This is an optimization exercise on Yosys and OpenROAD, whose aim is small area and a short achievable clock period, not a production implementation.
RTL that was checked went through simulation tests only; none was proved equivalent to the original.
Only the layout flow was run in runs 1 to 3, 7 and 8; the RTL was not checked for function there.
No activity file was given, so power comes from the tool's default toggle rates.

===== config.mk =====
export PLATFORM = sky130hd
export DESIGN_NAME = stereo_cap_top
export DESIGN_NICKNAME = stereo_cap_top
export VERILOG_FILES = /design/flow/design.v
export SDC_FILE = /design/flow/constraint.sdc
export NUM_CORES = 4
export LEC_CHECK = 0
export CAP_MARGIN = 20
export CORE_MARGIN = 2
export CORE_UTILIZATION = 65
export SLEW_MARGIN = 20

===== constraint.sdc =====
create_clock -name core_clock -period 8.0 [get_ports {clk_25_2m}]
set_input_delay 1.6000 -clock core_clock [delete_from_list [all_inputs] [get_ports {clk_25_2m}]]
set_output_delay 1.6000 -clock core_clock [all_outputs]
set_load 0.01 [all_outputs]

===== design.v =====
package video_pkg;
	typedef logic [7:0] cam_byte_t;
	typedef struct packed {
		logic [4:0] r;     
		logic [5:0] g;     
		logic [4:0] b;     
	} rgb565_t;
	typedef struct packed {
		logic [7:0] r;
		logic [7:0] g;
		logic [7:0] b;
	} pixel_t;
endpackage
package mem_pkg;
	typedef logic [$clog2(64)-1:0] mem_addr_t;
	typedef enum logic [1:0] {
		req_cam1    = 2'd0,
		req_cam2    = 2'd1,
		req_display = 2'd2
	} req_id_t;
	typedef struct packed {
		mem_addr_t          addr;   
		logic [23:0]        data;   
	} mem_wr_t;
endpackage
module cam_capture #(
	parameter logic [5:0] BASE = '0      
) (
	input  logic        clk_25_2m,
	input  logic        reset,
	input  logic        vsync,
	input  logic        href,
	input  logic [7:0]  data,
	input  logic        wr_ready,        
	output logic        wr_valid,
	output logic [5:0]  wr_addr,
	output logic [15:0] wr_data,
	output logic        frame_done
);
	logic        vsync_d;
	logic        vs_rise;
	logic        phase;                  
	logic [7:0]  hi_byte;
	logic [5:0]  wa;                     
	logic        push;
	logic        pop;
	logic [4:0]  wr_cnt;                 
	assign vs_rise = vsync && !vsync_d;
	assign push    = href && phase;
	assign pop     = wr_ready;
	always_ff @(posedge clk_25_2m) begin
		if (!reset) begin
			vsync_d <= 1'b0;
			phase   <= 1'b0;
			wa      <= BASE;
		end else begin
			vsync_d <= vsync;
			if (vs_rise) begin
				phase <= 1'b0;
				wa    <= BASE;
			end else if (href) begin
				phase <= !phase;
				if (phase)
					wa <= wa + 1'b1;
			end
		end
	end
	always_ff @(posedge clk_25_2m) begin
		if (href && !phase)
			hi_byte <= data;
	end
	logic [5:0]  fa [8];
	logic [15:0] fd [8];
	logic [2:0]  wp, rp;
	logic [3:0]  cnt, cnt_nx;
	always_ff @(posedge clk_25_2m) begin
		if (push) begin
			fa[wp] <= wa;
			fd[wp] <= {hi_byte, data};
		end
	end
	always_comb begin
		cnt_nx = cnt;
		if (push && !pop)
			cnt_nx = cnt + 1'b1;
		else if (!push && pop)
			cnt_nx = cnt - 1'b1;
	end
	always_ff @(posedge clk_25_2m) begin
		if (!reset) begin
			wp       <= '0;
			rp       <= '0;
			cnt      <= '0;
			wr_valid <= 1'b0;
		end else begin
			if (push)
				wp <= wp + 1'b1;
			if (pop)
				rp <= rp + 1'b1;
			cnt      <= cnt_nx;
			wr_valid <= (cnt_nx != '0);
		end
	end
	always_comb begin
		wr_addr = '0;
		wr_data = '0;
		for (int i = 0; i < 8; i++) begin
			wr_addr = wr_addr | ({6{rp == 3'(i)}} & fa[i]);
			wr_data = wr_data | ({16{rp == 3'(i)}} & fd[i]);
		end
	end
	always_ff @(posedge clk_25_2m) begin
		if (!reset) begin
			wr_cnt     <= '0;
			frame_done <= 1'b0;
		end else if (vs_rise) begin
			wr_cnt     <= '0;
			frame_done <= 1'b0;
		end else if (pop) begin
			wr_cnt <= wr_cnt + 1'b1;
			if (wr_cnt == 5'd31)
				frame_done <= 1'b1;
		end
	end
endmodule
module frame_mem_arbiter (
	input  logic        clk_25_2m,
	input  logic        reset,
	input  logic        wr_valid_1,
	input  logic [5:0]  wr_addr_1,
	input  logic [15:0] wr_data_1,
	input  logic        wr_valid_2,
	input  logic [5:0]  wr_addr_2,
	input  logic [15:0] wr_data_2,
	input  logic        rd_req_valid,
	input  logic [5:0]  rd_addr,
	output logic        wr_ready_1,
	output logic        wr_ready_2,
	output logic        rd_req_ready,
	output logic        rd_data_valid,
	output logic [15:0] rd_data
);
	logic [15:0] mem [64];
	logic [2:0]  last;                   
	logic        v1, v2, vd;
	logic        we;
	logic [5:0]  waddr;
	logic [15:0] wdata;
	assign v1 = wr_valid_1;
	assign v2 = wr_valid_2;
	assign vd = rd_req_valid;
	assign wr_ready_1   = v1 && (last[2] || (last[1] && !vd) || (last[0] && !v2 && !vd));
	assign wr_ready_2   = v2 && (last[0] || (last[2] && !v1) || (last[1] && !vd && !v1));
	assign rd_req_ready = vd && (last[1] || (last[0] && !v2) || (last[2] && !v1 && !v2));
	always_ff @(posedge clk_25_2m) begin
		if (!reset) begin
			last          <= 3'b100;         
			rd_data_valid <= 1'b0;
		end else begin
			if (v1 || v2 || vd)
				last <= {rd_req_ready, wr_ready_2, wr_ready_1};
			rd_data_valid <= rd_req_ready;
		end
	end
	assign we    = wr_ready_1 || wr_ready_2;
	assign waddr = wr_ready_1 ? wr_addr_1 : wr_addr_2;
	assign wdata = wr_ready_1 ? wr_data_1 : wr_data_2;
	always_ff @(posedge clk_25_2m) begin
		if (we)
			mem[waddr] <= wdata;
	end
	logic [63:0] rsel;
	logic [15:0] rdm;
	always_comb begin
		rdm = '0;
		for (int i = 0; i < 64; i++) begin
			rsel[i] = (rd_addr == 6'(i));
			rdm     = rdm | ({16{rsel[i]}} & mem[i]);
		end
	end
	always_ff @(posedge clk_25_2m) begin
		rd_data <= rdm;
	end
endmodule
module video_timing (
	input  logic clk_25_2m,
	input  logic reset,
	input  logic run,
	output logic de,
	output logic hs,
	output logic vs
);
	localparam int HW = $clog2(((8 * 2) + 2 + 4 + 2));
	localparam int VW = $clog2((4 + 1 + 2 + 1));
	localparam int HS_START = (8 * 2) + 2;
	localparam int HS_END   = HS_START + 4;
	localparam int VS_START = 4 + 1;
	localparam int VS_END   = VS_START + 2;
	logic [HW-1:0] x;
	logic [VW-1:0] y;
	logic          line_end;
	logic          frame_end;
	assign line_end  = (x == HW'(((8 * 2) + 2 + 4 + 2) - 1));
	assign frame_end = (y == VW'((4 + 1 + 2 + 1) - 1));
	always_ff @(posedge clk_25_2m) begin
		if (!reset || !run) begin        
			x <= '0;
			y <= '0;
		end else if (line_end) begin
			x <= '0;
			if (frame_end)
				y <= '0;
			else
				y <= y + 1'b1;
		end else begin
			x <= x + 1'b1;
		end
	end
	assign de = run
		&& (x < HW'((8 * 2)))
		&& (y < VW'(4));                
	assign hs = run
		&& (x >= HW'(HS_START))
		&& (x < HW'(HS_END));                
	assign vs = run
		&& (y >= VW'(VS_START))
		&& (y <= VW'(VS_END - 1));
endmodule
module display_reader (
	input  logic        clk_25_2m,
	input  logic        reset,
	input  logic        cam1_done,
	input  logic        cam2_done,
	input  logic        rd_req_ready,
	input  logic        rd_data_valid,
	input  logic [15:0] rd_data,
	input  logic        pixel_req,
	output logic        rd_req_valid,    
	output logic [5:0]  rd_addr,
	output logic        timing_run,
	output logic [15:0] pixel
);
	logic        fetch_en, fetch_nx;
	logic        reads_done;
	logic [3:0]  rx;
	logic [1:0]  ry;
	logic [2:0]  wp, rp;
	logic [3:0]  cnt, cnt_nx;
	logic [15:0] pd [8];
	assign rd_addr = {rx[3], ry, rx[2:0]};
	always_ff @(posedge clk_25_2m) begin
		if (!reset) begin
			rx <= '0;
			ry <= '0;
		end else if (rd_req_ready) begin
			rx <= rx + 1'b1;
			if (rx == 4'd15)
				ry <= ry + 1'b1;
		end
	end
	assign fetch_nx = fetch_en || (cam1_done && cam2_done);
	always_ff @(posedge clk_25_2m) begin
		if (!reset) begin
			fetch_en   <= 1'b0;
			reads_done <= 1'b0;
			timing_run <= 1'b0;
		end else begin
			fetch_en <= fetch_nx;
			if (rd_req_ready && rx == 4'd15 && ry == 2'd3)
				reads_done <= 1'b1;
			if (fetch_en && (cnt == 4'd8 || reads_done))
				timing_run <= 1'b1;
		end
	end
	always_ff @(posedge clk_25_2m) begin
		if (rd_data_valid)
			pd[wp] <= rd_data;
	end
	always_comb begin
		cnt_nx = cnt;
		if (rd_data_valid && !pixel_req)
			cnt_nx = cnt + 1'b1;
		else if (!rd_data_valid && pixel_req)
			cnt_nx = cnt - 1'b1;
	end
	always_ff @(posedge clk_25_2m) begin
		if (!reset) begin
			wp           <= '0;
			rp           <= '0;
			cnt          <= '0;
			rd_req_valid <= 1'b0;
		end else begin
			if (rd_data_valid)
				wp <= wp + 1'b1;
			if (pixel_req)
				rp <= rp + 1'b1;
			cnt <= cnt_nx;
			rd_req_valid <= fetch_nx && ({1'b0, cnt_nx} + {4'b0, rd_req_ready} < 5'd8);
		end
	end
	always_comb begin
		pixel = '0;
		for (int i = 0; i < 8; i++)
			pixel = pixel | ({16{rp == 3'(i)}} & pd[i]);
	end
endmodule
module stereo_cap_top (
	input  logic                    clk_25_2m,
	input  logic                    reset,
	input  logic                    cam1_vsync,
	input  logic                    cam1_href,
	input  video_pkg::cam_byte_t    cam1_data,
	input  logic                    cam2_vsync,
	input  logic                    cam2_href,
	input  video_pkg::cam_byte_t    cam2_data,
	output logic                    hdmi_de,
	output logic                    hdmi_hs,
	output logic                    hdmi_vs,
	output video_pkg::pixel_t       hdmi_d
);
	logic                 wr_valid_1, wr_ready_1, wr_valid_2, wr_ready_2;
	logic [5:0]           wr_addr_1, wr_addr_2, rd_addr;
	logic [15:0]          wr_data_1, wr_data_2, rd_data, pixel;
	logic                 cam1_done, cam2_done;
	logic                 rd_req_valid, rd_req_ready, rd_data_valid;
	logic                 timing_run, de, hs, vs;
	logic [15:0]          d565;              
	cam_capture #(.BASE(6'd0)) capture_cam1 (
		.clk_25_2m (clk_25_2m), .reset (reset),
		.vsync (cam1_vsync), .href (cam1_href), .data (cam1_data),
		.wr_ready (wr_ready_1), .wr_valid (wr_valid_1),
		.wr_addr (wr_addr_1), .wr_data (wr_data_1), .frame_done (cam1_done)
	);
	cam_capture #(.BASE(6'd32)) capture_cam2 (
		.clk_25_2m (clk_25_2m), .reset (reset),
		.vsync (cam2_vsync), .href (cam2_href), .data (cam2_data),
		.wr_ready (wr_ready_2), .wr_valid (wr_valid_2),
		.wr_addr (wr_addr_2), .wr_data (wr_data_2), .frame_done (cam2_done)
	);
	frame_mem_arbiter mem_arb (
		.clk_25_2m (clk_25_2m), .reset (reset),
		.wr_valid_1 (wr_valid_1), .wr_addr_1 (wr_addr_1), .wr_data_1 (wr_data_1),
		.wr_valid_2 (wr_valid_2), .wr_addr_2 (wr_addr_2), .wr_data_2 (wr_data_2),
		.rd_req_valid (rd_req_valid), .rd_addr (rd_addr),
		.wr_ready_1 (wr_ready_1), .wr_ready_2 (wr_ready_2), .rd_req_ready (rd_req_ready),
		.rd_data_valid (rd_data_valid), .rd_data (rd_data)
	);
	display_reader reader (
		.clk_25_2m (clk_25_2m), .reset (reset),
		.cam1_done (cam1_done), .cam2_done (cam2_done),
		.rd_req_ready (rd_req_ready), .rd_data_valid (rd_data_valid), .rd_data (rd_data),
		.pixel_req (de), .rd_req_valid (rd_req_valid), .rd_addr (rd_addr),
		.timing_run (timing_run), .pixel (pixel)
	);
	video_timing timing (
		.clk_25_2m (clk_25_2m), .reset (reset), .run (timing_run),
		.de (de), .hs (hs), .vs (vs)
	);
	always_ff @(posedge clk_25_2m) begin
		if (!reset) begin
			hdmi_de <= 1'b0;
			hdmi_hs <= 1'b0;
			hdmi_vs <= 1'b0;
			d565    <= '0;
		end else begin
			hdmi_de <= de;
			hdmi_hs <= hs;
			hdmi_vs <= vs;
			d565    <= de ? pixel : '0;    
		end
	end
	assign hdmi_d = {d565[15:11], d565[15:13],
	                 d565[10:5],  d565[10:9],
	                 d565[4:0],   d565[4:2]};
endmodule

===== run.sh =====
#!/bin/bash
# synth_recipe.tcl (not shown) runs the flow's synth.tcl, then flattens the netlist and writes it again
# the make line also repeats each setting of config.mk as NAME=value (left out here)
make -C /OpenROAD-flow-scripts/flow DESIGN_CONFIG=/design/flow/config.mk WORK_HOME=/design/flow/orfs CLKGATE_MAP_FILE= SYNTH_SCRIPT=/design/flow/synth_recipe.tcl finish

==> results.yml, run 1 <==
global_route:
  grt_pass1_wl_um: 297000
  grt_max_degree: 65
  antenna_found_initial: 21
  grt_pass1_vias: 37114
  grt_usage_pct: 46.60
  globalRoute.totalOverflow: 0
placed_design:
  dp_hpwl_um: 135600
  portBuffers: 48
  gp_congestion: 1.084
  dp_slack_ns: 2.922
sta:
  hold_viol: 0
  period_needed_ns: 5.283
  rsz0062_at_grt: "no"
  tightestPinTransition_ns: 1.266
  final.setup.worst_slack_ns: 2.717
  slew_violations: 0
  setup_tns_ns: 0
  period_share_pct: 66.04
  max_freq_mhz: 189.3
  clock_skew_ns: 0.03207
  setup_violations: 0
  relSlewSlack_pct: 14.98
layout:
  drive_gt1_share_pct: 14.15
  final_nets: 3848
  area_growth_pct: 13.99
clocking:
  clockBufferDepth: 3
  cts_resized: 0
  postCtsHoldBufs: 0
  cts.sinks: 1637
  cts_made_buffers: 159
  postCtsSetupRepairBufs: 0
  clock_latency_ns: 0.78
  htreeDepth: 4
  cts_tree: "built"
  clk_pin_slew_worst_paths_ns: 0.06
  cts_root_buffer: "clkbuf_16"
yosys:
  yosysTopAreaCell: "edfxtp_1"
  synth-seq-cells: 1637
  synthArstFlopShare_pct: 0
  synth_nets: 3632
  netlist_area_um2: 60440
  synth_cells: 3568
  synth.area.top_cells: "edfxtp_1 (76%), a22oi_1 (5.4%), dfxtp_1 (3.9%), a222oi_1 (2.2%), nand2_1 (1.3%)"
  synth_ff_type: "edfxtp_1"
  yosys_warnings: 6
  synth-edff-count: 1520
  avgSynthCellArea_um2: 16.94
  yosys.area.top_type_share_pct: 75.52
  ys_types: 70
  yosysSeqAreaShare_pct: 79.40
  yosysMostFrequentCell: "edfxtp_1"
  synthTopCellsByCount: "edfxtp_1 (1520), a22oi_1 (431), nand2_1 (215), nor2_1 (203), a222oi_1 (133)"
detailed_routing:
  vias_per_cell: 7.633
  drt-total-wl_um: 219300
  drc_errors: 0
  drt_iter0_markers: 8359
  antenna_left: 0
  vias: 39431
  dr.pass1.iters: 8
  post_drt_wl_per_cell_um: 42.45
floorplanning:
  die_w_um: 308.9
  die_height_um: 308.9
  ios: 49
  dieArea_um2: 95440
  rows: 111
  core_um2: 91940
  start_util_pct: 65.74
power:
  ir_drop_mv: 0.4503
  power_density_nw_per_um2: 345.6
  leakagePower_nw: 22.39
  power_mw: 23.81
critical_path:
  crit_required_ns: 8.45
  worstPathArrival_ns: 5.73
  startpoint_type: "flop"
  end_kind: "flop"
  critical_path_class: "flop to flop"
  crit_path_max_fanout: 25
job:
  max-cap-violations: 0
run_status:
  status: "timing/DRC/antenna clean"
worst_hold_path:
  hold_class: "flop to flop"
==> sequential cells by signal, summed over array words and instances (netlist names), 4 cells and up <==
signal / flops
reader.pd: 128
capture_cam2.cnt: 4
mem_arb.rd_data: 16
reader.rx: 4
timing.x: 5
capture_cam2.fd: 128
mem_arb.mem: 1024
capture_cam1.cnt: 4
capture_cam1.wr_cnt: 5
capture_cam1.fa: 48
capture_cam1.fd: 128
capture_cam2.hi_byte: 8
capture_cam1.hi_byte: 8
reader.cnt: 4
d565: 16
capture_cam2.fa: 48
capture_cam1.wa: 6
capture_cam2.wr_cnt: 5
capture_cam2.wa: 6
==> cells by family (layout without fill, tap and decap cells) <==
family / Yosys count / count (layout) / share of synthesized area, %
simple gates: 753 / 753 / 5.939
mux: 49 / 49 / 0.8260
flops: 1637 / 1637 / 79.40
other cells: 0 / 9 / 0
buf+inv: 215 / 561 / 1.524
fa+ha+maj: 42 / 42 / 0.8695
compound gates: 829 / 829 / 10.82
xor+xnor: 43 / 43 / 0.6231
==> through the flow <==
step                      instances  area [µm²]  hold slack [ns]  util (%)
after floorplan                3568       60440           0.4179         -
after global placement         4862       63590           0.4264     69.16
after detailed placement       4864       63700           0.4415     69.28
after CTS                      5155       68800           0.4527     74.83
after global routing           5158       68870           0.4686     74.91
final                          5166       68890           0.4470     74.93
==> where the power goes <==
part           internal (mW)  switching [mW]
Clock                   4.19            3.21
Combinational          0.835            4.02
Sequential              11.4           0.193
==> cell type report <==
type                            count  area [µm²]
Sequential cell                  1637       47990
Fill cell                        5419       23050
Multi-Input combinational cell   1716       12150
Clock buffer                      220        4412
Timing Repair Buffer              240        1964
Tap cell                         1243        1555
Clock inverter                     71       693.2
Inverter                           30       112.6
Antenna cell                        9       22.52
==> metal layers <==
metal | part of all wire, % | vias up | track usage (%)
met3 | 17 | 912 | 19.35
met1 | 32 | 19289 | 57.66
li1 | - | 15073 | -
met2 | 43 | 4135 | 66.97
met4 | 9.1 | 22 | 32.78
met5 | 0.079 | - | 0.3539
==> worst paths after layout <==
| path | start | depth (start not counted) | slack [ns] | end |
|---|---|---|---|---|
| max | capture_cam1.rp[2] | 9 | 2.72 | mem_arb.mem[37][2] |
| min | timing.x[0] | 1 | 0.45 | timing.x[0] |
| max reg2reg | capture_cam1.rp[2] | 9 | 2.72 | mem_arb.mem[37][2] |
| min reg2reg | timing.x[0] | 1 | 0.45 | timing.x[0] |
==> critical path: stages, from the launching register on <==
cell and delay [ns]:
dfxtp_1 1.02, inv_1 0.75, ha_1 0.45, buf_4 0.23, a22o_1 0.26, nor2_1 0.32
nand3b_1 0.20, and2_1 0.34, nor3_2 0.94, buf_4 0.41
==> placed cells by master (no fill, tap or decap), types with 13 or more instances in the layout <==
master	synthesis	routed
nor4_1	27	25
a21oi_4	0	16
dfxtp_1	117	116
clkdlybuf4s50_1	0	48
a222oi_1	133	133
a221oi_1	41	41
clkbuf_1	127	44
a21o_1	18	18
clkbuf_16	0	162
a21oi_1	72	56
nor3_2	0	27
nor3_1	91	63
ha_1	42	41
a22oi_1	431	431
nor2_1	203	149
a22o_1	46	46
nand3_1	37	37
buf_4	14	188
edfxtp_1	1520	1520
clkbuf_8	0	14
clkinv_2	0	24
nor2_4	0	23
nand4_1	70	70
nand2_1	215	215
inv_1	29	29
xnor2_1	20	20
and2_1	14	13
clkinv_1	0	20
xor2_1	23	23
nand2b_1	21	21
mux2i_1	42	41
nor2_2	2	33
==> inputs of run 2 (changes only) <==
--- a/config.mk
+++ b/config.mk
@@ -7,5 +7,5 @@
 export LEC_CHECK = 0
 export CAP_MARGIN = 20
 export CORE_MARGIN = 2
-export CORE_UTILIZATION = 65
+export CORE_UTILIZATION = 40
 export SLEW_MARGIN = 20
==> run 2 against run 1 <==
Net effect: wire length decreased by 0.30%; clock skew up 0.013 ns; synthesized cell count unchanged; critical path type unchanged.
==> results.yml, run 2 <==
run_status:
  status: "timing/DRC/antenna clean"
yosys:
  synth-edff-count: 1520
  yosysSeqAreaShare_pct: 79.40
  synth.area.top_cells: "edfxtp_1 (76%), a22oi_1 (5.4%), dfxtp_1 (3.9%), a222oi_1 (2.2%), nand2_1 (1.3%)"
  netlist_area_um2: 60440
  avgSynthCellArea_um2: 16.94
  yosys_warnings: 6
  yosys.area.top_type_share_pct: 75.52
  yosysTopAreaCell: "edfxtp_1"
  synth_nets: 3632
  synthTopCellsByCount: "edfxtp_1 (1520), a22oi_1 (431), nand2_1 (215), nor2_1 (203), a222oi_1 (133)"
  synth-seq-cells: 1637
  synthArstFlopShare_pct: 0
  ys_types: 70
  synth_ff_type: "edfxtp_1"
  yosysMostFrequentCell: "edfxtp_1"
  synth_cells: 3568
layout:
  multiInputGateArea_um2: 12180
  final_cell_mix: "edfxtp_1 (1520), a22oi_1 (431), nand2_1 (215), buf_4 (192), clkbuf_16 (165)"
  drive_gt1_share_pct: 14.69
  final_nets: 3855
  fillers: 12898
  regArea_um2: 47990
  largest_register: "mem_arb.mem"
  area_growth_pct: 15.65
  largest_register_ff_count: 1024
  final_common_cell: "edfxtp_1"
floorplanning:
  die_w_um: 392.7
  ios: 49
  start_util_pct: 40.30
  core_um2: 150000
  dieArea_um2: 154200
  rows: 142
  die_height_um: 392.7
detailed_routing:
  post_drt_wl_per_cell_um: 36.81
  drt_iter0_markers: 7215
  drt-total-wl_um: 218700
  dr.pass1.iters: 6
  vias_per_cell: 6.392
  drc_errors: 0
  antenna_left: 0
  vias: 37967
clocking:
  htreeDepth: 4
  cts.sinks: 1637
  postCtsHoldBufs: 0
  clock_latency_ns: 0.82
  cts_tree: "built"
  clockBufferDepth: 3
  clk_pin_slew_worst_paths_ns: 0.06
  cts_made_buffers: 163
  postCtsSetupRepairBufs: 0
  cts_resized: 0
  cts_root_buffer: "clkbuf_16"
power:
  power_density_nw_per_um2: 341.9
  p_int_mw: 16.37
  switching_share_pct: 31.51
  p_comb_share_pct: 20.5
  p_sw_mw: 7.530
  power_mw: 23.90
  p_seq_share_pct: 48.2
  ir_drop_mv: 0.3961
  power_frac_clock_pct: 31.3
  leakagePower_nw: 22.42
global_route:
  grt_pass1_wl_um: 295200
  grt_max_degree: 65
  grt_pass1_vias: 35539
  grt_usage_pct: 28.13
  globalRoute.totalOverflow: 0
  antenna_found_initial: 10
critical_path:
  critical_path_class: "flop to flop"
  end_kind: "flop"
  startpoint_type: "flop"
  crit_path_max_fanout: 27
  crit_required_ns: 8.55
  worstPathArrival_ns: 5.12
sta:
  rsz0062_at_grt: "no"
  period_share_pct: 57.05
  tightestPinTransition_ns: 1.370
  setup_tns_ns: 0
  hold_viol: 0
  setup_violations: 0
  max_freq_mhz: 219.1
  clock_skew_ns: 0.04474
  period_needed_ns: 4.564
  slew_violations: 0
  relSlewSlack_pct: 8.688
  worst_hold_slack_ns: 0.4470
placed_design:
  gp_congestion: 1.067
  portBuffers: 48
  dp_hpwl_um: 136200
job:
  max-cap-violations: 0
worst_hold_path:
  hold_class: "flop to flop"
-- run 2: changes by cell type in the layout (fill, tap and decap cells not counted), moves of 4 or more --
cell	delta
clkbuf_1	-8
clkbuf_8	-5
clkinv_1	+9
nor2_2	+16
buf_4	+4
diode_2	-7
clkinv_2	+7
nor2_1	-15
clkinv_8	-4
-- run 2: final timing paths --
check / start / to / slack, ns / cells after the start
setup / recovery: reader.rx[2] / mem_arb.rd_data[9] / 3.44 / 8
hold / removal: timing.x[0] / timing.x[0] / 0.45 / 1
setup reg to reg: reader.rx[2] / mem_arb.rd_data[9] / 3.44 / 8
hold reg to reg: timing.x[0] / timing.x[0] / 0.45 / 1
-- run 2: final cells by class --
cell class	instances	area share [%]
multi-input combinational	1716	17.42
clock buffer	210	6.278
antenna	2	0.007160
sequential	1637	68.65
timing repair buffer	243	2.792
clock inverter	86	1.079
inverter	30	0.1611
tap	2016	3.609
-- run 2: power by group through the flow --
stage	Combinational, mW	Sequential [mW]	Clock (mW)
after detailed placement	4.73	11.7	0
after global routing	4.97	11.5	7.84
after global placement	4.65	11.7	0
after CTS	4.72	11.5	7.51
final	4.90	11.5	7.48
after floorplan	2.02	11.7	0
-- run 2: cells by family after synthesis --
group,synth area share [%]
xor gates and xnor gates,0.6231
AOI/OAI and AO/OA,10.82
muxes,0.8260
buffers and inverters,1.524
and+or+nand+nor,5.939
adders and majority gates,0.8695
DFF,79.40
-- run 2: metal layers --
metal / GRT usage [%] / wire length (µm)
met1: 36.60 / 78510
met2: 41.04 / 94010
met3: 9.191 / 30940
met4: 16.68 / 15160
met5: 0 / 40
-- run 2: worst max-delay path, stage by stage (launching register included) --
cell and delay [ns]:
dfxtp_2 0.81, buf_4 0.40, nor2b_2 0.08, buf_4 0.20, and2_1 0.23, a32oi_1 1.11, nand4_1 0.34, nor3_1 0.66
nand4_1 0.45
-- run 2: through the flow --
stage	cells	util (%)	worst slack, ns	instance area, µm²
after global placement	5639	43.11	3.494	64640
after CTS	5937	46.58	3.421	69850
final	5940	46.61	3.436	69900
after floorplan	3568	-	3.473	60440
after global routing	5938	46.61	3.305	69890
after detailed placement	5641	43.15	3.460	64710
==> inputs of run 3 (changes only) <==
--- a/config.mk
+++ b/config.mk
@@ -7,5 +7,6 @@
 export LEC_CHECK = 0
 export CAP_MARGIN = 20
 export CORE_MARGIN = 2
-export CORE_UTILIZATION = 40
+export CORE_UTILIZATION = 55
+export SETUP_SLACK_MARGIN = 4.5
 export SLEW_MARGIN = 20
==> run 3 against run 2 <==
Net effect: critical path type unchanged; synthesized cell count unchanged; combinational power up 7.6%; still clean; critical path depth up 1; clock power up 3.5%; clock-buffer cell count up 16; largest power group unchanged; total power up 2.8%; fmax up 26%.
==> results.yml, run 3 <==
run_status:
  status: "timing/DRC/antenna clean"
critical_path:
  startpoint_type: "flop"
  worstPathArrival_ns: 4.25
  crit_path_max_fanout: 18
  critical_path_class: "flop to flop"
  end_kind: "flop"
  crit_required_ns: 8.62
floorplanning:
  core_um2: 108900
  dieArea_um2: 112600
  die_height_um: 335.5
  start_util_pct: 55.52
  rows: 121
  die_w_um: 335.5
  ios: 49
yosys:
  synthAdderAreaFrac_pct: 0.8695
  yosysSeqAreaShare_pct: 79.40
  synth_cells: 3568
  synth_nets: 3632
  synthTopCellsByCount: "edfxtp_1 (1520), a22oi_1 (431), nand2_1 (215), nor2_1 (203), a222oi_1 (133)"
  yosys_warnings: 6
  yosys.area.top_type_share_pct: 75.52
  netlist_area_um2: 60440
  synth.area.top_cells: "edfxtp_1 (76%), a22oi_1 (5.4%), dfxtp_1 (3.9%), a222oi_1 (2.2%), nand2_1 (1.3%)"
  yosysTopAreaCell: "edfxtp_1"
  synth.area.mux_share_pct: 0.8260
  ys_types: 70
  synthArstFlopShare_pct: 0
  yosysMostFrequentCell: "edfxtp_1"
  yosys.area_share.simple_pct: 5.939
  synth_compound_area_share_pct: 10.82
  synth-seq-cells: 1637
  synth-edff-count: 1520
  synth_top_family_by_area: "compound AO/OA/AOI/OAI gates"
  avgSynthCellArea_um2: 16.94
  synth_xor_xnor_area_share_pct: 0.6231
  synth_ff_type: "edfxtp_1"
detailed_routing:
  antenna_left: 0
  drt-total-wl_um: 223000
  vias: 38861
  dr.pass1.iters: 7
  post_drt_wl_per_cell_um: 41.17
  drc_errors: 0
  drt_iter0_markers: 6656
  vias_per_cell: 7.174
sta:
  hold_viol: 0
  relSlewSlack_pct: 14.54
  rsz0062_at_grt: "yes"
  max_freq_mhz: 275.1
  period_share_pct: 45.44
  setup_violations: 0
  setup_tns_ns: 0
  tightestPinTransition_ns: 1.272
  clock_skew_ns: 0.02978
  worst_hold_slack_ns: 0.4569
  period_needed_ns: 3.635
  slew_violations: 0
clocking:
  clockBufferDepth: 3
  clock_latency_ns: 0.78
  cts_root_buffer: "clkbuf_16"
  cts_tree: "built"
  htreeDepth: 4
  cts.sinks: 1637
  cts_made_buffers: 166
  clk_pin_slew_worst_paths_ns: 0.06
global_route:
  grt_pass1_wl_um: 300000
  grt_usage_pct: 39.66
  grt_max_degree: 65
  antenna_found_initial: 11
  globalRoute.totalOverflow: 0
  grt_pass1_vias: 36440
layout:
  largest_register_ff_count: 1024
  final_common_cell: "edfxtp_1"
  fillers: 7535
  layout.cells.non_filler: 5417
  regArea_um2: 48000
  final_nets: 3918
  drive_gt1_share_pct: 17.86
  multiInputGateArea_um2: 12810
  area_growth_pct: 17.73
  largest_register: "mem_arb.mem"
  final_cell_mix: "edfxtp_1 (1520), a22oi_1 (411), nand2_1 (215), buf_4 (185), clkbuf_16 (171)"
power:
  power_density_nw_per_um2: 345.4
  ir_drop_mv: 0.4695
  leakagePower_nw: 23.17
placed_design:
  dp_cells: 5034
  dp_hpwl_um: 140700
  portBuffers: 48
  gp_congestion: 1.049
job:
  max-cap-violations: 0
worst_hold_path:
  hold_class: "flop to flop"
## run 3: cell counts after synthesis
Identical to the previous run, type by type.
## run 3: critical path, stage by stage, from the launching register on
cell     delay [ns]
dfxtp_1        0.41
ha_1           0.18
buf_4          0.40
or3b_2         0.70
nor2_1         0.51
buf_4          0.36
a22oi_1        0.15
nand4_1        0.21
nor2_1         0.15
nand4_1        0.38
## run 3: cell type report
cell class / count / area share, %
Clock inverter: 81 / 1.122
Multi-Input combinational cell: 1716 / 18.01
Tap cell: 1414 / 2.486
Timing Repair inverter: 1 / 0.007034
Inverter: 30 / 0.1706
Sequential cell: 1637 / 67.46
Timing Repair Buffer: 302 / 4.192
Clock buffer: 226 / 6.520
Antenna cell: 10 / 0.03517
## run 3: report_power, final
| part | total (mW) | switching, mW | internal [mW] |
|---|---|---|---|
| clock network | 7.74 | 3.25 | 4.49 |
| registers | 11.6 | 0.194 | 11.4 |
| logic | 5.27 | 4.27 | 0.996 |
## run 3: metal layers
metal | vias to the layer above | GRT usage (%) | share of wire, %
met1 | 19642 | 50.79 | 34
li1 | 15210 | - | -
met2 | 3312 | 58.51 | 44
met5 | - | 0.2171 | 0.035
met3 | 685 | 11.79 | 13
met4 | 12 | 27.37 | 8.4
## run 3: cell families (layout without fill, tap and decap cells)
family                     count (synthesis)  count (layout)
AOI/OAI and AO/OA                        829             829
xor gates and xnor gates                  43              43
adders and majority gates                 42              42
buffers and inverters                    215             640
DFF                                     1637            1637
muxes                                     49              49
other                                      0              10
and+or+nand+nor                          753             753
## run 3: metrics by stage
stage	cell area (µm²)	total power, mW	util (%)	setup slack, ns
final	71160	24.58	65.37	4.365
after global routing	71130	25.03	65.35	4.400
after CTS	70690	24.32	64.94	4.301
after detailed placement	64100	16.53	58.89	2.824
after global placement	63930	16.42	58.73	2.759
after floorplan	60810	13.84	-	3.994
## run 3: timing repair
item,in CTS,in global routing
setup endpoints to repair,2059,751
hold buffers,0,0
gates cloned,1,0
resized for setup,86,59
pin swaps,31,5
endpoints found under the hold margin,0,0
buffers inserted,55,9
## run 3: final timing paths
path                              startpoint             endpoint  slack (ns)  cells past startpoint
worst min-delay path             timing.x[0]          timing.x[0]        0.46                      1
worst max-delay path            reader.rx[0]  mem_arb.rd_data[12]        4.37                      9
worst min register to register   timing.x[0]          timing.x[0]        0.46                      1
worst max register to register  reader.rx[0]  mem_arb.rd_data[12]        4.37                      9
==> inputs of run 4 (changes only) <==
--- a/design.v
+++ b/design.v
@@ -101,14 +101,8 @@
 			wr_valid <= (cnt_nx != '0);
 		end
 	end
-	always_comb begin
-		wr_addr = '0;
-		wr_data = '0;
-		for (int i = 0; i < 8; i++) begin
-			wr_addr = wr_addr | ({6{rp == 3'(i)}} & fa[i]);
-			wr_data = wr_data | ({16{rp == 3'(i)}} & fd[i]);
-		end
-	end
+	assign wr_addr = fa[rp];
+	assign wr_data = fd[rp];
 	always_ff @(posedge clk_25_2m) begin
 		if (!reset) begin
 			wr_cnt     <= '0;
@@ -168,18 +162,8 @@
 	always_ff @(posedge clk_25_2m) begin
 		if (we)
 			mem[waddr] <= wdata;
-	end
-	logic [63:0] rsel;
-	logic [15:0] rdm;
-	always_comb begin
-		rdm = '0;
-		for (int i = 0; i < 64; i++) begin
-			rsel[i] = (rd_addr == 6'(i));
-			rdm     = rdm | ({16{rsel[i]}} & mem[i]);
-		end
-	end
-	always_ff @(posedge clk_25_2m) begin
-		rd_data <= rdm;
+		if (rd_req_ready)
+			rd_data <= mem[rd_addr];
 	end
 endmodule
 module video_timing (
@@ -298,11 +282,7 @@
 			rd_req_valid <= fetch_nx && ({1'b0, cnt_nx} + {4'b0, rd_req_ready} < 5'd8);
 		end
 	end
-	always_comb begin
-		pixel = '0;
-		for (int i = 0; i < 8; i++)
-			pixel = pixel | ({16{rp == 3'(i)}} & pd[i]);
-	end
+	assign pixel = pd[rp];
 endmodule
 module stereo_cap_top (
 	input  logic                    clk_25_2m,
==> run 4 against run 3 <==
Net effect: still clean; critical path depth down 2; cell area is 0.20% higher; fmax increased by 7.9%; combinational power down 53%; clock-buffer cell count shrank 20; non-clock buffer count shrank 113; wire length fell by 35%; largest cell class unchanged; highest routed layer is now met4.
==> results.yml, run 4 <==
run_status:
  status: "timing/DRC/antenna clean"
layout:
  largest_register: "mem_arb.mem"
  final_nets: 3274
  final_common_cell: "edfxtp_1"
  fin_area_um2: 71300
  largest_register_ff_count: 1024
  n_antenna_cell: 0
  layout.cells.non_filler: 4864
  final_util_pct: 62.44
  area_growth_pct: 12.66
  final_cell_mix: "edfxtp_1 (1536), mux4_2 (376), clkbuf_16 (165), nor2_1 (164), buf_4 (123)"
  drive_gt1_share_pct: 25.03
floorplanning:
  start_util_pct: 55.42
  rows: 124
  die_height_um: 343.2
  ios: 49
  dieArea_um2: 117800
  die_w_um: 343.2
  core_um2: 114200
clocking:
  cts_tree: "built"
  clock_latency_ns: 0.76
  cts.sinks: 1643
  cts_root_buffer: "clkbuf_16"
  postCtsHoldBufs: 0
  htreeDepth: 4
  clk_pin_slew_worst_paths_ns: 0.06
  cts_made_buffers: 162
  clockBufferDepth: 3
sta:
  slew_violations: 0
  tightestPinTransition_ns: 0.9704
  setup_tns_ns: 0
  period_share_pct: 42.13
  max_freq_mhz: 296.7
  period_needed_ns: 3.370
  hold_viol: 0
  clock_skew_ns: 0.02685
  rsz0062_at_grt: "no"
  setup_violations: 0
  relSlewSlack_pct: 35.30
placed_design:
  gp_congestion: 0.8381
  dp_hpwl_um: 82650
  portBuffers: 48
  placed_cell_area_um2: 66160
  dp_cells: 4567
yosys:
  synth_ff_type: "edfxtp_1"
  synth-edff-count: 1536
  yosysTopAreaCell: "edfxtp_1"
  ys_types: 76
  netlist_area_um2: 63290
  synth_nets: 3087
  yosysMostFrequentCell: "edfxtp_1"
  yosysSeqAreaShare_pct: 76.27
  avgSynthCellArea_um2: 20.81
  synth_cells: 3041
  synthArstFlopShare_pct: 0
  synthTopCellsByCount: "edfxtp_1 (1536), mux4_2 (376), nor2_1 (174), dfxtp_1 (107), nand2_1 (73)"
  synth-seq-cells: 1643
  yosys.area.top_type_share_pct: 72.88
  synth.area.top_cells: "edfxtp_1 (73%), mux4_2 (13%), dfxtp_1 (3.4%), nor2_1 (1.0%), mux2i_1 (0.74%)"
  yosys_warnings: 6
critical_path:
  startpoint_type: "flop"
  crit_required_ns: 8.40
  crit_path_max_fanout: 48
  worstPathArrival_ns: 3.77
  end_kind: "flop"
  critical_path_class: "flop to flop"
power:
  power_density_nw_per_um2: 283.5
  power_mw: 20.21
  leakagePower_nw: 21.81
  ir_drop_mv: 0.2588
global_route:
  grt_usage_pct: 25.02
  grt_pass1_wl_um: 212200
  antenna_found_initial: 2
  globalRoute.totalOverflow: 0
  grt_max_degree: 116
  grt_pass1_vias: 31438
detailed_routing:
  drt-total-wl_um: 144300
  drt_iter0_markers: 3340
  dr.pass1.iters: 5
  vias_per_cell: 6.287
  antenna_left: 0
  drc_errors: 0
  vias: 30581
  post_drt_wl_per_cell_um: 29.67
worst_hold_path:
  hold_class: "flop to flop"
job:
  max-cap-violations: 0
## run 4: kinds of logic (layout without fill, tap and decap cells)
family	after synthesis	after routing	synth area share, %
DFF	1643	1643	76.27
muxes	441	441	14.44
and+or+nand+nor	410	410	3.058
AOI/OAI and AO/OA	288	288	3.491
buffers and inverters	188	499	1.615
xor gates and xnor gates	47	47	0.6504
adders and majority gates	24	24	0.4745
## run 4: metal layers
layer / part of all wire, % / GRT usage (%) / wire length (µm) / vias up
li1: - / - / - / 12945
met1: 42 / 35.59 / 60130 / 16415
met4: 2.2 / 6.741 / 3241 / 0
met3: 6.2 / 3.885 / 8894 / 192
met2: 50 / 41.06 / 72030 / 1029
met5: 0 / 0 / 0 / -
## run 4: worst max-delay path, cell delays in order (launching register included)
cell,delay [ns]
dfxtp_2,0.31
buf_4,0.54
mux4_2,0.63
nand2b_1,0.17
o21ai_1,0.57
a22oi_2,0.26
nor2_1,0.17
buf_4,0.34
## run 4: final timing paths
kind,from,depth (start not counted),end,slack (ns)
max reg2reg,flop,7,mem_arb.mem[9][15],4.63
max,flop,7,mem_arb.mem[9][15],4.63
min,reader.rp[1],2,reader.rp[1],0.46
min reg2reg,reader.rp[1],2,reader.rp[1],0.46
## run 4: report_power, final
part           switching (mW)  leakage, nW  internal [mW]  total [mW]
Combinational            1.91         4.79          0.596        2.50
Sequential              0.110         14.6           10.6        10.7
Clock                    3.05         2.38           3.98        7.02
Total                    5.07         21.8           15.1        20.2
## run 4: area by class of cell
class	instances	area, µm²
fillers	7858	42890
multi-input cells	1210	14420
inverters	22	82.58
clock inverters	82	545.5
clock buffers	206	4302
flip-flops and latches	1643	48290
well taps	1512	1892
repair buffers	189	1764
## run 4: through the flow
stage	worst slack, ns	hold WS (ns)
3_3_place_gp	3.704	0.4417
6_report	4.630	0.4610
4_1_cts	4.487	0.4658
5_1_grt	4.464	0.4915
3_5_place_dp	3.832	0.4576
2_1_floorplan	4.149	0.4319
## run 4: timing repair
item,CTS,global route
setup buffers,1,4
cloned,2,1
endpoints found under the setup margin,720,486
pin swaps,0,2
gates resized for setup,15,13
==> inputs of run 5 (changes only) <==
--- a/config.mk
+++ b/config.mk
@@ -8,5 +8,5 @@
 export CAP_MARGIN = 20
 export CORE_MARGIN = 2
 export CORE_UTILIZATION = 55
-export SETUP_SLACK_MARGIN = 4.5
+export SETUP_SLACK_MARGIN = 5.0
 export SLEW_MARGIN = 20
==> run 5 against run 4 <==
Net effect: synthesized area stayed put; clock power is 4.3% higher; cell count is 0.53% higher; synthesized cell count stayed put; total power is 2.2% higher; utilization is 0.80 points higher; sequential power hardly changed; hold slack worse by 0.0043 ns; critical path type unchanged; critical endpoint is now mem_arb.mem[9][8].
==> results.yml, run 5 <==
floorplanning:
  ios: 49
  die_w_um: 343.2
  die_height_um: 343.2
  dieArea_um2: 117800
  core_um2: 114200
  start_util_pct: 55.42
  rows: 124
clocking:
  clockBufferDepth: 3
  cts_made_buffers: 166
  clk_pin_slew_worst_paths_ns: 0.06
  clock_latency_ns: 0.76
  postCtsHoldBufs: 0
  cts_tree: "built"
  cts.sinks: 1643
  htreeDepth: 4
  cts_root_buffer: "clkbuf_16"
critical_path:
  startpoint_type: "flop"
  critPathTopFamily: "multiplexers"
  slowest_stage: "mux4_2"
  crit_path_max_fanout: 24
  crit_required_ns: 8.41
  cp_num_buf_inv: 2
  path_cells: "buf_16 -> mux4_2 -> mux2i_2 -> and2_2 -> a22oi_2 -> nor2_1 -> buf_4"
  worstPathArrival_ns: 3.35
  critical_path_class: "flop to flop"
  cpPeakStageDelay_ns: 0.54
  end_kind: "flop"
global_route:
  grt_pass1_wl_um: 217000
  grt_pass1_vias: 31394
  grt_max_degree: 65
  antenna_found_initial: 5
  globalRoute.totalOverflow: 0
  grt_usage_pct: 25.83
yosys:
  yosysMostFrequentCell: "edfxtp_1"
  synth.area.top_cells: "edfxtp_1 (73%), mux4_2 (13%), dfxtp_1 (3.4%), nor2_1 (1.0%), mux2i_1 (0.74%)"
  synthArstFlopShare_pct: 0
  netlist_area_um2: 63290
  ys_types: 76
  avgSynthCellArea_um2: 20.81
  synth_nets: 3087
  yosysSeqAreaShare_pct: 76.27
  synth-edff-count: 1536
  synth_cells: 3041
  synth-seq-cells: 1643
  synthTopCellsByCount: "edfxtp_1 (1536), mux4_2 (376), nor2_1 (174), dfxtp_1 (107), nand2_1 (73)"
  yosys.area.top_type_share_pct: 72.88
  synth_ff_type: "edfxtp_1"
  yosys_warnings: 6
  yosysTopAreaCell: "edfxtp_1"
placed_design:
  dp_cells: 4560
  gp_congestion: 0.8210
  placed_cell_area_um2: 66130
  portBuffers: 48
  dp_hpwl_um: 83490
detailed_routing:
  vias: 30854
  vias_per_cell: 6.310
  post_drt_wl_per_cell_um: 30.46
  drc_errors: 0
  drt_iter0_markers: 3618
  antenna_left: 0
  drt-total-wl_um: 148900
  dr.pass1.iters: 5
layout:
  final_util_pct: 63.24
  area_growth_pct: 14.11
  final_nets: 3293
  final_cell_mix: "edfxtp_1 (1536), mux4_2 (376), clkbuf_16 (173), nor2_1 (157), buf_4 (100)"
  drive_gt1_share_pct: 26.59
  final_common_cell: "edfxtp_1"
  largest_register: "mem_arb.mem"
  fin_area_um2: 72210
  largest_register_ff_count: 1024
  layout.cells.non_filler: 4890
  fillers: 7802
sta:
  hold_viol: 0
  worst_hold_slack_ns: 0.4567
  slew_violations: 0
  tightestPinTransition_ns: 0.9980
  relSlewSlack_pct: 33.25
  clock_skew_ns: 0.03137
  period_share_pct: 36.72
  rsz0062_at_grt: "no"
  setup_tns_ns: 0
  period_needed_ns: 2.938
  max_freq_mhz: 340.4
  setup_violations: 0
power:
  ir_drop_mv: 0.2071
  leakagePower_nw: 22.23
  power_density_nw_per_um2: 286.0
run_status:
  status: "timing/DRC/antenna clean"
worst_hold_path:
  hold_class: "flop to flop"
job:
  max-cap-violations: 0
run 5: changes by cell type in the layout (fill, tap and decap cells not counted), sizes merged, moves of 4 or more:
cell	before	now
clkdlybuf4s50	48	20
dlygate4sd2	0	19
buf	136	152
clkbuf	209	223
clkdlybuf4s15	0	8
clkinv	69	62
inv	27	22
clkinvlp	2	6
run 5: worst paths after layout:
kind         cells past startpoint  slack [ns]                 to          from
max                              7        5.06  mem_arb.mem[9][8]          flop
min                              2        0.46       reader.rp[1]  reader.rp[1]
max reg2reg                      7        5.06  mem_arb.mem[9][8]          flop
min reg2reg                      2        0.46       reader.rp[1]  reader.rp[1]
run 5: metrics by stage:
step	setup slack [ns]	power, mW
6_report	5.062	20.65
5_1_grt	4.993	21.32
4_1_cts	4.997	20.76
3_5_place_dp	3.941	13.37
3_3_place_gp	4.063	13.23
2_1_floorplan	4.149	12.24
run 5: cells by family (layout without fill, tap and decap cells):
family / count (synthesis) / count (layout) / synth area share [%]
other: 0 / 1 / 0
AOI/OAI and AO/OA: 288 / 288 / 3.491
adders and majority gates: 24 / 24 / 0.4745
and+or+nand+nor: 410 / 410 / 3.058
buffers and inverters: 188 / 524 / 1.615
muxes: 441 / 441 / 14.44
xor gates and xnor gates: 47 / 47 / 0.6504
DFF: 1643 / 1643 / 76.27
run 5: area by class of cell:
cell class | instances | area, µm² | share of cell area (%)
antenna | 1 | 2.502 | 0.003465
tap | 1512 | 1892 | 2.620
sequential | 1643 | 48300 | 66.88
clock buffer | 221 | 4518 | 6.256
multi-input combinational | 1210 | 14660 | 20.30
timing repair buffer | 204 | 2152 | 2.980
inverter | 22 | 86.33 | 0.1196
clock inverter | 77 | 608.1 | 0.8421
run 5: tightest hold or removal path: cells and delay by family (launching register included):
family          cells  cell delay [ns]
compound gates      1             0.05
flops               1             0.31
simple gates        1             0.05
run 5: where the power goes:
| group | switching (mW) | internal, mW |
|---|---|---|
| Sequential | 0.109 | 10.6 |
| Clock | 3.08 | 4.24 |
| Combinational | 1.96 | 0.688 |
run 5: metal layers:
| metal | GRT usage (%) | wire length [µm] | up-vias |
|---|---|---|---|
| met3 | 4.791 | 10720 | 205 |
| li1 | - | - | 13001 |
| met5 | 0 | 0 | - |
| met4 | 7.906 | 4028 | 0 |
| met2 | 41.56 | 73340 | 1144 |
| met1 | 36.54 | 60850 | 16504 |
run 5: what timing repair did:
item / in CTS / in global routing
resized for setup: 89 / 53
pin swaps: 4 / 3
cloned: 3 / 1
endpoints found under the setup margin: 2092 / 1035
buffers inserted: 22 / 4
==> inputs of run 6 (changes only) <==
--- a/config.mk
+++ b/config.mk
@@ -7,6 +7,5 @@
 export LEC_CHECK = 0
 export CAP_MARGIN = 20
 export CORE_MARGIN = 2
-export CORE_UTILIZATION = 55
-export SETUP_SLACK_MARGIN = 5.0
+export CORE_UTILIZATION = 40
 export SLEW_MARGIN = 20
==> run 6 against run 5 <==
Net effect: flip-flop and latch count unchanged; fmax decreased by 29%; critical path depth decreased by 1; sequential share of layout area increased by 0.28 points; cell count increased by 11%; combinational power decreased by 7%; clock-buffer cell count increased by 17; cell area decreased by 0.42%; global-route usage decreased by 8.4 points; die area increased by 37%; utilization decreased by 17 points; wire length decreased by 5.8%; highest routed layer unchanged.
==> results.yml, run 6 <==
yosys:
  synth_nets: 3087
  synth.area.top_cells: "edfxtp_1 (73%), mux4_2 (13%), dfxtp_1 (3.4%), nor2_1 (1.0%), mux2i_1 (0.74%)"
  synthTopCellsByCount: "edfxtp_1 (1536), mux4_2 (376), nor2_1 (174), dfxtp_1 (107), nand2_1 (73)"
  synth-edff-count: 1536
  netlist_area_um2: 63290
  synth_ff_type: "edfxtp_1"
  avgSynthCellArea_um2: 20.81
  yosys_warnings: 6
  yosysSeqAreaShare_pct: 76.27
  ys_types: 76
  synth_cells: 3041
  synth-seq-cells: 1643
  synthArstFlopShare_pct: 0
  yosysTopAreaCell: "edfxtp_1"
  yosysMostFrequentCell: "edfxtp_1"
  yosys.area.top_type_share_pct: 72.88
power:
  power_frac_clock_pct: 35.7
  p_sw_mw: 5.215
  ir_drop_mv: 0.3618
  switching_share_pct: 25.40
  p_seq_share_pct: 52.3
  p_comb_share_pct: 12.0
  power_density_nw_per_um2: 285.6
  leakagePower_nw: 21.79
  p_int_mw: 15.32
critical_path:
  startpoint_type: "flop"
  worstPathArrival_ns: 4.50
  cpPeakStageDelay_ns: 0.91
  slowest_stage: "nor2_2"
  crit_path_max_fanout: 49
  crit_required_ns: 8.38
  critPathTopFamily: "compound AO/OA/AOI/OAI gates"
  r2r-end: "mem_arb.mem[17][8]"
  r2r_slack_ns: 3.89
  path_depth: 6
  worstSetupEndpoint: "mem_arb.mem[17][8]"
  r2r_cells: 6
  end_kind: "flop"
  path_cells: "buf_4 -> mux4_2 -> nand2b_1 -> o21ai_0 -> a22oi_2 -> nor2_2"
  cp_num_buf_inv: 1
  critical_path_class: "flop to flop"
clocking:
  cts.sinks: 1643
  postCtsSetupRepairBufs: 0
  clockBufferDepth: 3
  htreeDepth: 4
  postCtsHoldBufs: 0
  cts_made_buffers: 166
  clk_pin_slew_worst_paths_ns: 0.06
  clock_latency_ns: 0.78
  cts_root_buffer: "clkbuf_16"
  cts_tree: "built"
  cts_resized: 0
sta:
  tightestPinTransition_ns: 1.073
  worst_hold_slack_ns: 0.4599
  relSlewSlack_pct: 28.41
  setup_violations: 0
  slew_violations: 0
  rsz0062_at_grt: "no"
  clock_skew_ns: 0.04362
  setup_tns_ns: 0
  period_share_pct: 51.42
  max_freq_mhz: 243.1
  period_needed_ns: 4.113
  hold_viol: 0
global_route:
  grt_max_degree: 97
  antenna_found_initial: 0
  globalRoute.totalOverflow: 0
  grt_pass1_vias: 30395
  grt_usage_pct: 17.42
  grt_pass1_wl_um: 207700
placed_design:
  dp_cells: 5113
  portBuffers: 48
  gp_congestion: 0.7732
  dp_hpwl_um: 80790
  placed_cell_area_um2: 66770
floorplanning:
  dieArea_um2: 161400
  die_height_um: 401.8
  core_um2: 156800
  die_w_um: 401.8
  rows: 145
  start_util_pct: 40.37
  ios: 49
job:
  max-cap-violations: 0
detailed_routing:
  dr.pass1.iters: 5
  vias_per_cell: 5.557
  drt-total-wl_um: 140300
  drc_errors: 0
  post_drt_wl_per_cell_um: 25.93
  drt_iter0_markers: 3014
  vias: 30077
  antenna_left: 0
layout:
  final_common_cell: "edfxtp_1"
  drive_gt1_share_pct: 24.93
  layout.cells.non_filler: 5412
  fin_area_um2: 71910
  fillers: 13143
  final_cell_mix: "edfxtp_1 (1536), mux4_2 (376), clkbuf_16 (168), nor2_1 (157), buf_4 (129)"
  largest_register: "mem_arb.mem"
  n_antenna_cell: 0
  final_nets: 3269
  final_util_pct: 45.87
  area_growth_pct: 13.62
  largest_register_ff_count: 1024
worst_hold_path:
  hold_class: "flop to flop"
run_status:
  status: "timing/DRC/antenna clean"
==> run 6: cell counts after synthesis <==
Identical to the previous run, type by type.
==> run 6: how the worst min path moves through the flow <==
stage	start	end	slack, ns	cells past startpoint
after floorplan	timing.x[0]	timing.x[0]	0.43	1
after global placement	reader.rp[1]	reader.rp[1]	0.44	2
after detailed placement	reader.rp[1]	reader.rp[1]	0.45	2
after CTS	reader.rp[1]	reader.rp[1]	0.46	2
after global routing	reader.rp[1]	reader.rp[1]	0.48	2
final	reader.rp[1]	reader.rp[1]	0.46	2
==> run 6: through the flow <==
step	power (mW)	setup slack [ns]
after global routing	21.24	3.697
after global placement	13.35	3.915
after detailed placement	13.41	3.863
after floorplan	12.25	3.639
final	20.53	3.887
after CTS	20.72	3.831
==> run 6: area by class of cell <==
type | instances | area, µm² | share of cell area [%]
Multi-Input combinational cell | 1210 | 14330 | 19.93
Tap cell | 2058 | 2575 | 3.581
Inverter | 22 | 82.58 | 0.1148
Clock inverter | 61 | 593.1 | 0.8248
Timing Repair Buffer | 180 | 1509 | 2.098
Sequential cell | 1643 | 48290 | 67.16
Clock buffer | 238 | 4527 | 6.295
==> run 6: per-layer routing <==
layer | up-vias | global-route usage, % | share of wire (%)
met5 | - | 0 | 0
met4 | 0 | 4.637 | 2.1
met3 | 196 | 2.933 | 6.3
met2 | 978 | 27.79 | 48
met1 | 15964 | 24.94 | 43
li1 | 12939 | - | -
==> run 6: kinds of logic after synthesis <==
group                    count (synthesis)  synth area share (%)
AO/OA/AOI/OAI                          288                 3.491
XOR/XNOR                                47                0.6504
adder cells (fa/ha/maj)                 24                0.4745
buffers and inverters                  188                 1.615
flip-flops                            1643                 76.27
multiplexers                           441                 14.44
AND/OR/NAND/NOR                        410                 3.058
==> run 6: power groups by stage <==
stage | sequential (mW) | combinational (mW) | clock, mW
CTS | 10.7 | 2.49 | 7.49
detailed placement | 10.9 | 2.49 | 0
global route | 10.8 | 2.64 | 7.82
floorplan | 10.9 | 1.37 | 0
global placement | 10.9 | 2.43 | 0
finish | 10.7 | 2.46 | 7.34
==> run 6: worst register-to-register path, stage by stage, from the launching register on <==
cell	delay, ns
dfxtp_2	0.31
buf_4	0.57
mux4_2	0.65
nand2b_1	0.16
o21ai_0	0.64
a22oi_2	0.44
nor2_2	0.92
==> inputs of run 7 (changes only) <==
--- a/design.v
+++ b/design.v
@@ -32,8 +32,8 @@
 	input  logic        href,
 	input  logic [7:0]  data,
 	input  logic        wr_ready,        
-	output logic        wr_valid,
-	output logic [5:0]  wr_addr,
+	output logic        wr_valid,        
+	output logic [5:0]  wr_addr,         
 	output logic [15:0] wr_data,
 	output logic        frame_done
 );
@@ -71,8 +71,10 @@
 	end
 	logic [5:0]  fa [8];
 	logic [15:0] fd [8];
-	logic [2:0]  wp, rp;
+	logic [2:0]  wp, rp, rp1, rp_nx;
 	logic [3:0]  cnt, cnt_nx;
+	logic [5:0]  ha;                     
+	logic [5:0]  fa_rp1;
 	always_ff @(posedge clk_25_2m) begin
 		if (push) begin
 			fa[wp] <= wa;
@@ -86,6 +88,8 @@
 		else if (!push && pop)
 			cnt_nx = cnt - 1'b1;
 	end
+	assign rp1   = rp + 1'b1;
+	assign rp_nx = pop ? rp1 : rp;
 	always_ff @(posedge clk_25_2m) begin
 		if (!reset) begin
 			wp       <= '0;
@@ -95,13 +99,19 @@
 		end else begin
 			if (push)
 				wp <= wp + 1'b1;
-			if (pop)
-				rp <= rp + 1'b1;
+			rp       <= rp_nx;
 			cnt      <= cnt_nx;
 			wr_valid <= (cnt_nx != '0);
 		end
 	end
-	assign wr_addr = fa[rp];
+	assign fa_rp1 = fa[rp1];
+	always_ff @(posedge clk_25_2m) begin
+		if (push && wp == rp_nx)
+			ha <= wa;
+		else if (pop)
+			ha <= fa_rp1;
+	end
+	assign wr_addr = ha;
 	assign wr_data = fd[rp];
 	always_ff @(posedge clk_25_2m) begin
 		if (!reset) begin
--- a/config.mk
+++ b/config.mk
@@ -7,5 +7,6 @@
 export LEC_CHECK = 0
 export CAP_MARGIN = 20
 export CORE_MARGIN = 2
-export CORE_UTILIZATION = 40
+export CORE_UTILIZATION = 55
+export SETUP_SLACK_MARGIN = 5.0
 export SLEW_MARGIN = 20
==> run 7 against run 6 <==
Net effect: clock skew down 0.023 ns; fmax is 36% higher; flip-flop and latch count increased by 6; first-iteration DRC count up 17%.
==> results.yml, run 7 <==
run_status:
  status: "timing/DRC/antenna clean"
layout:
  fillers: 7726
  drive_gt1_share_pct: 26.19
  area_growth_pct: 14.25
  final_common_cell: "edfxtp_1"
  multiInputGateArea_um2: 14740
  largest_register: "mem_arb.mem"
  final_nets: 3384
  largest_register_ff_count: 1024
  layout.cells.non_filler: 4980
  final_cell_mix: "edfxtp_1 (1548), mux4_2 (369), clkbuf_16 (175), nor2_1 (158), buf_4 (124)"
  regArea_um2: 48530
sta:
  setup_violations: 0
  clock_skew_ns: 0.02058
  period_needed_ns: 3.029
  slew_violations: 0
  max_freq_mhz: 330.1
  period_share_pct: 37.87
  hold_viol: 0
  tightestPinTransition_ns: 1.068
  rsz0062_at_grt: "yes"
  setup_tns_ns: 0
  relSlewSlack_pct: 28.47
detailed_routing:
  drc_errors: 0
  drt_iter0_markers: 3516
  post_drt_wl_per_cell_um: 30.17
  drt-total-wl_um: 150300
  dr.pass1.iters: 5
  antenna_left: 0
  vias_per_cell: 6.252
  vias: 31136
floorplanning:
  ios: 49
  start_util_pct: 55.53
  die_height_um: 343.8
  core_um2: 114300
  die_w_um: 343.8
  rows: 124
  dieArea_um2: 118200
yosys:
  yosys_warnings: 6
  avgSynthCellArea_um2: 20.34
  synth_cells: 3121
  yosysMostFrequentCell: "edfxtp_1"
  yosys.area.top_type_share_pct: 73.21
  synthTopCellsByCount: "edfxtp_1 (1548), mux4_2 (369), nor2_1 (171), nand2_1 (110), dfxtp_1 (101)"
  synth_ff_type: "edfxtp_1"
  synth.area.top_cells: "edfxtp_1 (73%), mux4_2 (13%), dfxtp_1 (3.2%), mux2i_1 (1.2%), nor2_1 (1.0%)"
  synth-edff-count: 1548
  synth-seq-cells: 1649
  synth_nets: 3167
  yosysSeqAreaShare_pct: 76.39
  yosysTopAreaCell: "edfxtp_1"
  synthArstFlopShare_pct: 0
  ys_types: 64
  netlist_area_um2: 63490
critical_path:
  end_kind: "flop"
  path_depth: 7
  critical_path_class: "flop to flop"
  r2r_cells: 7
  path_cells: "or2_1 -> o211ai_4 -> nor3b_1 -> a31oi_1 -> nand2b_1 -> nor2_1 -> buf_4"
  slowest_stage: "a31oi_1"
  crit_path_max_fanout: 16
  cp_num_buf_inv: 1
  crit_required_ns: 8.47
  cpPeakStageDelay_ns: 0.79
  worstPathArrival_ns: 3.50
  critPathTopFamily: "compound AO/OA/AOI/OAI gates"
  startpoint_type: "flop"
clocking:
  cts_tree: "built"
  htreeDepth: 4
  clk_pin_slew_worst_paths_ns: 0.06
  cts_made_buffers: 169
  clockBufferDepth: 3
  postCtsHoldBufs: 0
  cts.sinks: 1649
  cts_root_buffer: "clkbuf_16"
  clock_latency_ns: 0.76
global_route:
  grt_pass1_vias: 31677
  grt_max_degree: 65
  grt_pass1_wl_um: 219200
  grt_usage_pct: 26.04
  antenna_found_initial: 4
  globalRoute.totalOverflow: 0
power:
  ir_drop_mv: 0.4192
  power_density_nw_per_um2: 295.3
  leakagePower_nw: 22.31
placed_design:
  dp_cells: 4647
  gp_congestion: 0.8370
  portBuffers: 48
  dp_hpwl_um: 86210
worst_hold_path:
  hold_path_depth: 1
  hold_class: "flop to flop"
job:
  max-cap-violations: 0
run 7: power breakdown:
| part | leakage (nW) | internal [mW] | switching [mW] |
|---|---|---|---|
| sequential | 14.7 | 10.8 | 0.178 |
| combinational | 5.02 | 0.805 | 2.15 |
| clock | 2.59 | 4.33 | 3.14 |
run 7: path summary, 6_finish.rpt:
| path | startpoint | end | slack [ns] |
|---|---|---|---|
| setup / recovery | mem_arb.last[2] | mem_arb.mem[20][15] | 4.97 |
| hold / removal | timing.x[0] | timing.x[0] | 0.47 |
| setup reg to reg | mem_arb.last[2] | mem_arb.mem[20][15] | 4.97 |
| hold reg to reg | timing.x[0] | timing.x[0] | 0.47 |
run 7: what timing repair did:
item,4_1_cts,5_1_grt
endpoints found under the setup margin,1663,1316
buffers inserted,13,14
resized for setup,87,32
gates cloned,4,0
pin swaps,4,1
run 7: area by class of cell:
class	instances	area share (%)
antenna	1	0.003449
clock buffer	211	6.250
clock inverter	89	0.9986
inverter	18	0.09486
multi-input combinational	1290	20.31
sequential	1649	66.90
tap	1512	2.608
timing repair buffer	210	2.834
run 7: stage by stage:
| step | cell area, µm² | total power [mW] | setup WS (ns) | util [%] | hold WS (ns) |
|---|---|---|---|---|---|
| floorplan | 63770 | 12.73 | 4.162 | - | 0.4319 |
| global placement | 66520 | 13.92 | 2.932 | 58.18 | 0.4405 |
| detailed placement | 66590 | 14.05 | 3.810 | 58.24 | 0.4645 |
| CTS | 72300 | 21.53 | 4.911 | 63.23 | 0.4739 |
| global route | 72540 | 22.11 | 4.912 | 63.44 | 0.4957 |
| finish | 72540 | 21.42 | 4.971 | 63.44 | 0.4725 |
run 7: logic make-up after synthesis:
| kind of cell | Yosys count | share of synthesized area, % |
|---|---|---|
| xor gates and xnor gates | 53 | 0.7311 |
| buffers and inverters | 182 | 1.285 |
| and+or+nand+nor | 484 | 3.622 |
| adders and majority gates | 24 | 0.4729 |
| DFF | 1649 | 76.39 |
| AOI/OAI and AO/OA | 252 | 2.621 |
| muxes | 477 | 14.87 |
run 7: routing by layer:
layer	track usage, %	up-vias	share of wire, %
li1	-	13196	-
met2	42.12	1123	49
met4	7.346	2	2.5
met1	37.17	16599	41
met5	0	-	0.0087
met3	4.421	216	6.9
==> inputs of run 8 (changes only) <==
--- a/config.mk
+++ b/config.mk
@@ -8,5 +8,7 @@
 export CAP_MARGIN = 20
 export CORE_MARGIN = 2
 export CORE_UTILIZATION = 55
+export CTS_BUF_LIST = sky130_fd_sc_hd__clkbuf_8
+export CTS_CLUSTER_SIZE = 20
 export SETUP_SLACK_MARGIN = 5.0
 export SLEW_MARGIN = 20
==> run 8 against run 7 <==
Net effect: still clean on timing, DRC and antenna; sequential power about the same; cell count up 3.4%; die area unchanged; utilization down 0.26 points; combinational power hardly changed; flip-flop and latch count is the same; cell area down 0.42%; total power shrank 3.9%; register-to-register slack better by 0.099 ns; via count grew 2.2%.
==> results.yml, run 8 <==
detailed_routing:
  drt-total-wl_um: 152000
  vias: 31830
  drc_errors: 0
  antenna_left: 0
  post_drt_wl_per_cell_um: 29.51
  dr.pass1.iters: 5
  vias_per_cell: 6.181
  drt_iter0_markers: 3309
yosys:
  synth.area.top_cells: "edfxtp_1 (73%), mux4_2 (13%), dfxtp_1 (3.2%), mux2i_1 (1.2%), nor2_1 (1.0%)"
  synthTopCellsByCount: "edfxtp_1 (1548), mux4_2 (369), nor2_1 (171), nand2_1 (110), dfxtp_1 (101)"
  avgSynthCellArea_um2: 20.34
  yosys.area.top_type_share_pct: 73.21
  netlist_area_um2: 63490
  ys_types: 64
  synthArstFlopShare_pct: 0
  yosysMostFrequentCell: "edfxtp_1"
  yosysTopAreaCell: "edfxtp_1"
  synth_cells: 3121
  synth_ff_type: "edfxtp_1"
  yosys_warnings: 6
  synth-edff-count: 1548
  synth-seq-cells: 1649
  synth_nets: 3167
  yosysSeqAreaShare_pct: 76.39
critical_path:
  slowest_stage: "dfxtp_2"
  path_cells: "buf_6 -> buf_6"
  critical_path_class: "flop to primary output"
  crit_required_ns: 6.40
  end_kind: "primary output"
  worstPathArrival_ns: 1.50
  critPathTopFamily: "flip-flops"
  crit_path_max_fanout: 2
  crit_top_cell: "buf_6"
  cp_num_buf_inv: 2
  path_depth: 2
  r2r_cells: 7
  cpPeakStageDelay_ns: 0.33
  startpoint_type: "flop"
  r2r_slack_ns: 5.07
clocking:
  clockBufferDepth: 4
  htreeDepth: 5
  cts_root_buffer: "clkbuf_8"
  cts_made_buffers: 280
  cts_tree: "built"
  cts.sinks: 1649
  clock_latency_ns: 0.97
  clk_pin_slew_worst_paths_ns: 0.06
worst_hold_path:
  hold_path_depth: 1
  hold_class: "flop to flop"
layout:
  drive_gt1_share_pct: 28.36
  largest_register_ff_count: 1024
  area_growth_pct: 13.78
  fillers: 7848
  final_cell_mix: "edfxtp_1 (1548), mux4_2 (369), clkbuf_8 (293), nor2_1 (158), buf_4 (125)"
  largest_register: "mem_arb.mem"
  final_nets: 3497
  regArea_um2: 48550
  multiInputGateArea_um2: 14800
  final_util_pct: 63.18
  final_common_cell: "edfxtp_1"
global_route:
  use_met3_pct: 5.576
  grt_usage_pct: 26.27
  grt_max_degree: 65
  grt_pass1_wl_um: 221100
  grt_busiest_layer: "met2"
  antenna_found_initial: 6
  met1_usage_pct: 36.67
  grtUsageMet2_pct: 42.17
  globalRoute.totalOverflow: 0
  grt_pass1_vias: 32800
sta:
  hold_viol: 0
  max_freq_mhz: 322.7
  setup_violations: 0
  period_share_pct: 38.73
  relSlewSlack_pct: 30.07
  period_needed_ns: 3.098
  rsz0062_at_grt: "yes"
  tightestPinTransition_ns: 1.046
  slew_violations: 0
  setup_tns_ns: 0
  clock_skew_ns: 0.05406
  worst_hold_slack_ns: 0.4724
floorplanning:
  rows: 124
  ios: 49
  start_util_pct: 55.53
  core_um2: 114300
  die_height_um: 343.8
  die_w_um: 343.8
  dieArea_um2: 118200
power:
  power_density_nw_per_um2: 284.9
  ir_drop_mv: 0.3589
  power_mw: 20.59
  leakagePower_nw: 22.56
placed_design:
  gp_congestion: 0.8370
  portBuffers: 48
  dp_hpwl_um: 86210
run_status:
  status: "timing/DRC/antenna clean"
job:
  max-cap-violations: 0
==> run 8: power by group <==
part	total (mW)	leakage [nW]	internal, mW	switching [mW]
combinational	2.99	5.04	0.829	2.16
sequential	11.0	14.7	10.8	0.184
clock	6.60	2.81	3.45	3.14
total	20.6	22.6	15.1	5.49
==> run 8: timing repair <==
| item | CTS | global route |
|---|---|---|
| endpoints found under the setup margin | 1603 | 1234 |
| resized for setup | 192 | 39 |
| hold buffers | 0 | 0 |
| pin swaps | 2 | 4 |
| setup buffers | 9 | 20 |
| gates cloned | 4 | 1 |
==> run 8: metal layers <==
metal / part of all wire, % / wire (µm)
met1: 41 / 62150
met2: 49 / 74740
met3: 7.6 / 11600
met4: 2.3 / 3478
met5: 0.018 / 27
==> run 8: cells by family (layout without fill, tap and decap cells) <==
| family | after synthesis | after routing | share of synthesized area (%) |
|---|---|---|---|
| flip-flops | 1649 | 1649 | 76.39 |
| other | 0 | 2 | 0 |
| adder cells (fa/ha/maj) | 24 | 24 | 0.4729 |
| AO/OA/AOI/OAI | 252 | 253 | 2.621 |
| AND/OR/NAND/NOR | 484 | 484 | 3.622 |
| XOR/XNOR | 53 | 53 | 0.7311 |
| buffers and inverters | 182 | 696 | 1.285 |
| multiplexers | 477 | 477 | 14.87 |
==> run 8: worst paths after layout <==
kind | to | start
worst max-delay path | hdmi_d[15] | d565[10]
worst min-delay path | timing.x[0] | timing.x[0]
worst max register to register | mem_arb.mem[42][10] | mem_arb.last[2]
worst min register to register | timing.x[0] | timing.x[0]
==> run 8: per-stage QoR <==
stage / std cells / setup slack [ns] / area [µm²]
floorplan: 3121 / 4.162 / 63770
global placement: 4641 / 2.932 / 66520
detailed placement: 4647 / 3.810 / 66590
CTS: 5127 / 4.792 / 71880
global route: 5150 / 4.817 / 72240
finish: 5150 / 4.902 / 72240
==> run 8: layout make-up <==
type / count / share of cell area [%]
antenna: 2 / 0.006928
clock buffer: 293 / 5.582
clock inverter: 174 / 1.072
inverter: 18 / 0.09526
multi-input combinational: 1291 / 20.49
sequential: 1649 / 67.21
tap: 1512 / 2.619
timing repair buffer: 211 / 2.927

Re-timed with assumed drivers on the ports (clkbuf_16 on the clock, buf_2 on other inputs), run 8 has 4.837 ns of setup slack against 4.902 ns with ideal ports, and 4.258 ns once port delays also move by the mid clock arrival of 1.011 ns.
